This is an optimization exercise on Yosys and OpenROAD, whose aim is small area, a short achievable clock period and few clock cycles, not a production implementation.
Only simulation tests tie the RTL to the original design; equivalence was not proved.
Power figures rest on the tool's default switching activity, not on a simulated workload.

$ cat flow/config.mk
export PLATFORM = sky130hd
export DESIGN_NAME = foreground_line_engine
export DESIGN_NICKNAME = foreground_line_engine
export VERILOG_FILES = /design/flow/design.v
export SDC_FILE = /design/flow/constraint.sdc
export NUM_CORES = 4
export LEC_CHECK = 0
export ABC_AREA = 1
export CAP_MARGIN = 20
export CORE_MARGIN = 2
export CORE_UTILIZATION = 60
export CTS_CLUSTER_DIAMETER = 100
export CTS_CLUSTER_SIZE = 30
export SETUP_SLACK_MARGIN = 5
export SLEW_MARGIN = 20
$ cat flow/run.sh
#!/bin/bash
# synth_recipe.tcl (not shown) runs the flow's synth.tcl, then flattens the netlist and writes it again
# the make line also repeats each setting of config.mk as NAME=value (left out here)
make -C /OpenROAD-flow-scripts/flow DESIGN_CONFIG=/design/flow/config.mk WORK_HOME=/design/flow/orfs CLKGATE_MAP_FILE= SYNTH_SCRIPT=/design/flow/synth_recipe.tcl finish
$ cat flow/constraint.sdc
create_clock -name core_clock -period 10.0 [get_ports {gpu_clk}]
set_input_delay 2.0000 -clock core_clock [delete_from_list [all_inputs] [get_ports {gpu_clk}]]
set_output_delay 2.0000 -clock core_clock [all_outputs]
set_load 0.01 [all_outputs]
$ cat flow/design.v
package mapache64;
    localparam int FG_ROW_LEN = 8;
    typedef struct packed {
        logic [7:0] x;
        logic [7:0] y;
        logic [4:0] pmfa;
        logic       hflip;
        logic       vflip;
        logic [2:0] color;
        logic [5:0] rsvd;
    } obm_object_t;
    typedef struct packed {
        logic [1:0] lightness;
        logic [2:0] rgb;
    } pixel_t;
endpackage
module fg_line_buffer
#(
    parameter int N = 16
) (
    input  logic            clk,
    input  logic            rst_n,
    input  logic            start_i,
    input  logic [7:0]      start_y_i,
    input  logic            commit_i,
    input  logic [4:0]      commit_cnt_i,
    input  logic            xc_we_i,
    input  logic [3:0]      xc_slot_i,
    input  logic [7:0]      x_i,
    input  logic [2:0]      color_i,
    input  logic            l_we_i,
    input  logic [3:0]      l_slot_i,
    input  logic [15:0]     l_i,
    input  logic [7:0]      rd_x_i,
    input  logic [7:0]      rd_y_i,
    output logic [7:0]      tag_y_o,
    output logic            match_o,
    output logic [5*N/4-1:0] rd_grp_o
);
    logic [7:0]  ex_q [N];
    logic [2:0]  ec_q [N];
    logic [15:0] el_q [N];
    logic [4:0]  cnt_q;
    logic        tag_valid_q;
    logic [4:0]  leaf [N];
    logic [7:0]  tag_y_q;
    always_ff @(posedge clk or negedge rst_n) begin
        if (!rst_n) begin
            tag_valid_q <= 1'b0;
        end else if (start_i) begin
            tag_valid_q <= 1'b0;
        end else if (commit_i) begin
            tag_valid_q <= 1'b1;
        end
    end
    always_ff @(posedge clk) begin
        if (start_i) tag_y_q <= start_y_i;
        if (commit_i) cnt_q <= commit_cnt_i;
    end
    function automatic logic lt3(input logic [2:0] a, input logic [2:0] b);
        lt3 = (!a[2] && b[2]) || (a[2] == b[2] && ((!a[1] && b[1]) || (a[1] == b[1] && !a[0] && b[0])));
    endfunction
    function automatic logic [4:0] inc5(input logic [4:0] a);
        for (int i = 0; i < 5; i++) inc5[i] = a[i] ^ (&(a | ~((5'd1 << i) - 5'd1)));
    endfunction
    logic [7:0] rd_lo_oh;
    logic [4:0] rd_hi;
    for (genvar j = 0; j < 8; j++) begin : g_dec
        assign rd_lo_oh[j] = rd_x_i[2:0] == 3'(j);
    end
    assign rd_hi    = rd_x_i[7:3];
    for (genvar e = 0; e < N; e++) begin : g_ent
        logic       ge, in;
        logic [4:0] d, t;
        logic [1:0] lum;
        always_ff @(posedge clk) begin
            if (xc_we_i && xc_slot_i == 4'(e)) begin
                ex_q[e] <= x_i;
                ec_q[e] <= color_i;
            end
            if (l_we_i && l_slot_i == 4'(e)) el_q[e] <= l_i;
        end
        assign ge  = !lt3(rd_x_i[2:0], ex_q[e][2:0]);
        assign d   = rd_hi ^ ex_q[e][7:3];
        assign t   = ex_q[e][7:3] ^ inc5(ex_q[e][7:3]);
        assign in  = ge ? d == 5'd0 : d == t;
        always_comb begin
            lum = 2'd0;
            for (int j = 0; j < 8; j++) lum = lum | ({2{rd_lo_oh[j]}} & el_q[e][2*j +: 2]);
        end
        assign leaf[e] = {(in && cnt_q > 5'(e)) ? lum : 2'd0, ec_q[e]};
    end
    function automatic logic [4:0] first4(input logic [19:0] d);
        logic [4:0] r;
        r = d[19:15];
        if (d[14:13] != 2'd0) r = d[14:10];
        if (d[9:8] != 2'd0)   r = d[9:5];
        if (d[4:3] != 2'd0)   r = d[4:0];
        first4 = r;
    endfunction
    for (genvar q = 0; q < N/4; q++) begin : g_grp
        assign rd_grp_o[5*q +: 5] = first4({leaf[4*q+3], leaf[4*q+2], leaf[4*q+1], leaf[4*q]});
    end
    assign tag_y_o = tag_y_q;
    assign match_o = tag_valid_q && tag_y_q == rd_y_i;
endmodule
module foreground_line_engine
#(
    parameter int NUM_OBJECTS  = 64,
    parameter int MAX_PER_LINE = 16,
    localparam int OW = $clog2(NUM_OBJECTS),
    localparam int HW = $clog2(MAX_PER_LINE + 1),
    localparam int N  = MAX_PER_LINE
) (
    input  logic          gpu_clk,
    input  logic          rst_n,
    input  logic          prefetch_start_i,
    input  logic [7:0]    prefetch_y_i,
    output logic          busy_o,
    output logic          done_o,
    output logic          miss_o,
    output logic          overflow_o,
    output logic [OW-1:0] obm_addr_o,
    input  mapache64::obm_object_t   obm_object_i,
    output logic [7:0]    pmf_addr_o,
    input  logic [15:0]   pmf_line_i,
    input  logic [7:0]    display_x_i,
    input  logic [7:0]    display_y_i,
    output mapache64::pixel_t        pixel_o,
    output logic          valid_o
);
    localparam bit EARLY_STOP = 1'b1;
    logic           busy_q, scan_q, drain_q, done_q, miss_q, ovf_q, overflow_q;
    logic           rr_q, victim_q;
    logic [OW-1:0]  idx_q;
    logic [HW-1:0]  hcnt_q;
    logic [7:0]     line_y, pmf_addr_q, dy;
    logic [4:0]     y_hi_m1;
    logic           hit1_q, hit2_q, hflip1_q, hflip2_q;
    logic [3:0]     slot1_q, slot2_q;
    logic [2:0]     xlo1_q, xlo2_q;
    logic           accept, on_line, full, new_hit, drop, last, stop, unused_rsvd;
    logic [15:0]    lrot;
    assign accept      = prefetch_start_i && !busy_q;
    assign line_y      = victim_q ? tag_y[15:8] : tag_y[7:0];   
    assign dy          = line_y - obm_object_i.y;
    assign y_hi_m1     = line_y[7:3] - 5'd1;
    assign on_line     = obm_object_i.y[7:3] == line_y[7:3] ? obm_object_i.y[2:0] <= line_y[2:0]
                       : obm_object_i.y[7:3] == y_hi_m1 && obm_object_i.y[2:0] > line_y[2:0];
    assign full        = hcnt_q == HW'(MAX_PER_LINE);
    assign new_hit     = scan_q && on_line && !full;
    assign drop        = scan_q && on_line && full;
    assign last        = idx_q == '0;
    assign stop        = last || (EARLY_STOP && drop);
    assign unused_rsvd = ^obm_object_i.rsvd;
    always_ff @(posedge gpu_clk or negedge rst_n) begin
        if (!rst_n) begin
            busy_q     <= 1'b0;
            scan_q     <= 1'b0;
            drain_q    <= 1'b0;
            done_q     <= 1'b0;
            miss_q     <= 1'b0;
            overflow_q <= 1'b0;
            rr_q       <= 1'b0;
            idx_q      <= '0;
            hit1_q     <= 1'b0;
            hit2_q     <= 1'b0;
        end else begin
            miss_q  <= prefetch_start_i && busy_q;
            drain_q <= 1'b0;
            done_q  <= 1'b0;
            hit1_q  <= new_hit;
            hit2_q  <= hit1_q;
            if (accept) begin
                busy_q <= 1'b1;
                scan_q <= 1'b1;
                rr_q   <= !rr_q;
                idx_q  <= OW'(1);
            end
            if (scan_q) begin
                if (stop) begin
                    scan_q  <= 1'b0;
                    idx_q   <= '0;
                    drain_q <= new_hit;
                    done_q  <= !new_hit;
                end else begin
                    idx_q <= idx_q + 1'b1;
                end
            end
            if (drain_q) done_q <= 1'b1;
            if (done_q) begin
                busy_q     <= 1'b0;
                overflow_q <= ovf_q;
            end
        end
    end
    always_ff @(posedge gpu_clk) begin
        if (accept) begin
            victim_q <= rr_q;
            hcnt_q   <= '0;
            ovf_q    <= 1'b0;
        end
        if (new_hit) hcnt_q <= hcnt_q + 1'b1;
        if (drop) ovf_q <= 1'b1;
        pmf_addr_q <= {obm_object_i.pmfa, dy[2:0] ^ {3{obm_object_i.vflip}}};
        slot1_q    <= hcnt_q[3:0];
        xlo1_q     <= obm_object_i.x[2:0];
        hflip1_q   <= obm_object_i.hflip;
        slot2_q    <= slot1_q;
        xlo2_q     <= xlo1_q;
        hflip2_q   <= hflip1_q;
    end
    logic [15:0] lflip;
    always_comb begin
        for (int k = 0; k < 8; k++) begin
            lflip[2*k +: 2] = pmf_line_i[14 - 2*(hflip2_q ? 7 - k : k) +: 2];
        end
        lrot = lflip;
        if (xlo2_q[0]) lrot = {lrot[13:0], lrot[15:14]};
        if (xlo2_q[1]) lrot = {lrot[11:0], lrot[15:12]};
        if (xlo2_q[2]) lrot = {lrot[7:0], lrot[15:8]};
    end
    logic [1:0]        match;
    logic [15:0]       tag_y;
    logic [5*N/2-1:0]  rd_grp;
    mapache64::pixel_t pixel_q;
    for (genvar g = 0; g < 2; g++) begin : g_buf
        fg_line_buffer #(.N(N)) u_buf (
            .clk         (gpu_clk),
            .rst_n       (rst_n),
            .start_i     (accept && rr_q == 1'(g)),
            .start_y_i   (prefetch_y_i),
            .commit_i    (done_q && victim_q == 1'(g)),
            .commit_cnt_i(hcnt_q),
            .xc_we_i     (scan_q && !full && victim_q == 1'(g)),
            .xc_slot_i   (hcnt_q[3:0]),
            .x_i         (obm_object_i.x),
            .color_i     (obm_object_i.color),
            .l_we_i      (hit2_q && victim_q == 1'(g)),
            .l_slot_i    (slot2_q),
            .l_i         (lrot),
            .rd_x_i      (display_x_i),
            .rd_y_i      (display_y_i),
            .tag_y_o     (tag_y[8*g +: 8]),
            .match_o     (match[g]),
            .rd_grp_o    (rd_grp[5*N/4*g +: 5*N/4])
        );
    end
    logic [5*N/4-1:0] rd_grp_sel;
    logic [2*N/4-1:0] rd_lum_q;
    logic [3*N/4-1:0] rd_rgb_q;
    for (genvar q = 0; q < N/4; q++) begin : g_rd
        assign rd_grp_sel[5*q +: 5] = match[0] ? rd_grp[5*q +: 5]
                                    : match[1] ? rd_grp[5*N/4+5*q +: 5] : 5'd0;
    end
    always_ff @(posedge gpu_clk or negedge rst_n) begin
        if (!rst_n) rd_lum_q <= '0;
        else for (int q = 0; q < N/4; q++) rd_lum_q[2*q +: 2] <= rd_grp_sel[5*q+3 +: 2];
    end
    always_ff @(posedge gpu_clk) begin
        for (int q = 0; q < N/4; q++) rd_rgb_q[3*q +: 3] <= rd_grp_sel[5*q +: 3];
    end
    always_comb begin
        pixel_q = '0;
        for (int q = N/4 - 1; q >= 0; q--) begin
            if (rd_lum_q[2*q +: 2] != 2'd0) pixel_q = {rd_lum_q[2*q +: 2], rd_rgb_q[3*q +: 3]};
        end
    end
    assign busy_o     = busy_q;
    assign done_o     = done_q;
    assign miss_o     = miss_q;
    assign overflow_o = overflow_q;
    assign obm_addr_o = idx_q;
    assign pmf_addr_o = pmf_addr_q;
    assign pixel_o    = pixel_q;
    assign valid_o    = |rd_lum_q;
endmodule
==> flow_summary.ini <==
[logic_synthesis]
yosys-top-cells-count = 1027 x nand2_1, 896 x edfxtp_1, 322 x nor2_1, 247 x inv_1, 247 x nand3_1
avgSynthCellArea_um2 = 11.45
syn_area_um2 = 43520
synth.area.top_cells = edfxtp_1 62%, nand2_1 8.9%, ha_1 4.0%
yosys_warnings = 6
synth_seq_area_share = 0.6496
yosys_register_bits = 958
synth_edf_count = 896
synthCells = 3800
async_reset_ff_frac = 0.02610
synth_ff_type = edfxtp_1
synth_top_cell_area_share = 0.6183
synth_fp_nets = 4014
yosysMostFrequentCell = nand2_1
ys_types = 60
synth_area_leader_cell = edfxtp_1

[layout]
area_growth_pct = 7.398
multi_input_area_um2 = 13770
nets = 4098
fill_cells = 5409
final_layout_size_suffix_gt1_frac = 0.06157
seq_area_um2 = 28270
n_antenna_cell = 0

[power_and_ir_drop]
pwr-share-comb = 0.130
switching_share = 0.2587
power_frac_clock = 0.260
power_frac_seq = 0.610
max-vdd-ir-drop_mv = 0.1906
p_leak_nw = 17.73
power_density_nw_per_um2 = 161.1
intPower_mw = 5.581
power_mw = 7.528
power.switching_mw = 1.948

[setup_path]
r2r_setup_slack_ns = 6.30
reg2reg_depth = 9
critPathMaxFanout = 14
r2r-start = hcnt_q[0]
reg2reg_to = g_buf[1].u_buf.ex_q[10][6]
worst_setup_path_start_kind = input port
end_kind = register
required_ns = 10.52
critical_path_class = in -> reg
cp.arrival_ns = 5.21

[sta]
drv_slew = 0
hold_slack_ns = 0.3428
worst_pin_slew_ns = 1.167
hold_violations = 0
rsz0062_at_grt = no
tns_ns = 0
max_freq_ghz = 0.2129
fin_crit_ns = 4.697
final.setup_skew_ns = 0.03199
max-slew-margin-rel = 0.2191
finalWorstSetupSlack_ns = 5.303
setup_viol = 0
fin_crit_sh = 0.4697

[status]
status = finished clean

[detailed_routing]
routed_wl_um = 113300
drt_iter0_markers = 2780
drt_pass1_iterations = 6
drc_errors = 0
drtAntennaViolNets = 0
post_drt_wl_per_cell_um = 23.30
vias_per_cell = 5.833
vias = 28370

[clocking]
clkLatencyLatePin_ns = 0.63
cts.root.buffer_cell = clkbuf_16
clock_sinks = 958
cts_tree = yes
htreeDepth = 2
cts_setup_buffers = 0
cts_buffers = 38
path_clk_slew_ns = 0.11
cts_buffer_depth = 3

[hold_path]
min_from = slot1_q[3]
min_path_cells = 0
worstHoldPathType = reg -> reg
whs_endpoint = slot2_q[3]

[placement]
pre_cts_ws_ns = 3.691
dp_hpwl_um = 69760
portBuffers = 92
routabilityCongestion = 0.9300

[floorplanning]
die_area_um2 = 74700
start_util = 0.6077
io_pins = 99
die_h_um = 273.3
coreArea_um2 = 71610
num_rows = 98
dieWidth_um = 273.3

[global_route]
antenna_found_initial = 3
grt_max_degree = 63
grt_pass1_wl_um = 165500
first_global_vias = 27020
grt_overflow = 0
grt_usage = 0.3012

[run]
cap_violations = 0
## critical path: stages
cell and delay [ns]:
clkdlybuf4s50_1 0.49, inv_1 0.06, nand2_1 0.07, o21ai_0 0.08
a221oi_1 0.28, nand3_1 0.15, nor2_2 0.54, inv_1 0.43
nand2_1 0.50, inv_1 0.28, nand3_1 0.24, nand2_1 0.08
## power by group through the flow
stage | clock network (mW) | logic, mW | registers (mW)
after floorplan | 0 | 0.548 | 4.66
after CTS | 1.98 | 0.970 | 4.59
final | 1.96 | 0.977 | 4.59
after global placement | 0 | 0.935 | 4.68
after detailed placement | 0 | 0.965 | 4.68
after global routing | 2.11 | 1.06 | 4.60
## placed cells by master, fill, tap and decap left out, types with 6 or more instances in the layout
cell type        count
a31o_2              16
nor3_1              35
a21oi_1             73
ha_1               138
a22oi_1             28
nand4_1             50
edfxtp_1           896
xor2_1             127
dfrtp_1             25
clkbuf_16           38
clkinv_2             7
clkdlybuf4s50_1     81
clkbuf_1            22
nor2_2              32
nand3b_1            24
o21ai_4              9
dfxtp_1             36
a221oi_2             6
inv_2               10
o22ai_1              9
nand3_1            247
xnor2_1            142
nand2_1           1027
a221oi_1             9
o211ai_1            16
buf_2                6
a21o_1              27
o21ai_0             79
nor2_1             296
a21oi_4              8
inv_1              247
buf_4               51
## layer usage
layer,wire length [um],vias up,global-route usage
li1,-,13200,-
met1,46170,14000,0.4057
met2,56850,1000,0.5292
met3,7351,171,0.02825
met4,2931,2,0.07665
met5,13,-,0
## kinds of logic after synthesis
kind of cell / count (synthesis) / synth area share
AO/OA/AOI/OAI: 318 / 0.04775
XOR/XNOR: 272 / 0.05526
adder cells (fa/ha/maj): 139 / 0.04014
buffers and inverters: 370 / 0.03973
flip-flops: 958 / 0.6496
AND/OR/NAND/NOR: 1743 / 0.1675
## state kept, by name, summed over array words and instances, names as in the netlist, 2 cells and up
name / flops
g_buf.u_buf.tag_y_q: 16
idx_q: 6
g_buf.u_buf.el_q: 512
slot1_q: 4
hcnt_q: 5
g_buf.u_buf.tag_valid_q: 2
g_buf.u_buf.ex_q: 256
g_buf.u_buf.cnt_q: 10
pmf_addr_q: 8
rd_rgb_q: 12
xlo1_q: 3
g_buf.u_buf.ec_q: 96
xlo2_q: 3
rd_lum_q: 8
slot2_q: 4
## cell type report
type	count	area share
multi-input cells	2472	0.2946
clock inverters	9	0.002115
well taps	950	0.02543
clock buffers	61	0.02241
repair buffers	146	0.02779
flip-flops and latches	958	0.6049
repair inverters	1	0.0001874
inverters	267	0.02254
## per-stage QoR
stage / instance area, um^2 / std cells / util
2_1_floorplan: 43520 / 3800 / -
5_1_grt: 46740 / 4864 / 0.6527
4_1_cts: 46680 / 4862 / 0.6519
3_3_place_gp: 45420 / 4785 / 0.6342
3_5_place_dp: 45500 / 4792 / 0.6354
6_report: 46740 / 4864 / 0.6527
## worst max-delay path by stage
stage	startpoint	to	slack [ns]	depth (start not counted)
CTS	display_x_i[0]	rd_rgb_q[9]	4.99	13
detailed placement	display_x_i[0]	rd_rgb_q[6]	3.69	16
finish	display_y_i[1]	rd_lum_q[0]	5.30	12
global placement	display_x_i[0]	rd_rgb_q[5]	3.77	16
floorplan	pmf_line_i[15]	g_buf[0].u_buf.el_q[0][3]	5.80	8
global route	display_y_i[7]	rd_lum_q[5]	5.12	10
## timing repair
action | 4_1_cts | 5_1_grt
hold buffers | 0 | 0
setup endpoints to repair | 20 | 20
cloned | 0 | 1
resized for setup | 16 | 10
Testbench counts, summed over its fixed seeds: cycles 12,278.

-- what the ideal ports hide --
Ports are ideal in the flow. The routed layout listed here was re-timed in OpenROAD. Step 1 assumes that a clkbuf_16 drives the clock port and a buf_2 every other input. Step 2 adds t to the input delays and takes it off the output delays; t is the mean of the earliest and latest rising clock arrival at the registers after step 1. Input paths then give back, and output paths get back, about the clock's delay inside the block. Three values: ideal ports, drivers, drivers and shift; two values: the first two.
t (ns): 0.680
slack for setup (ns): 5.303 / 5.332 / 4.652
hold WS [ns]: 0.343 / 0.343 / 0.343
latest minus earliest clock arrival (ns): 0.033 / 0.033
After both steps setup and hold are still met in this run. The setup slack of this run moves by +0.029 ns with the drivers and by -0.651 ns with both steps.
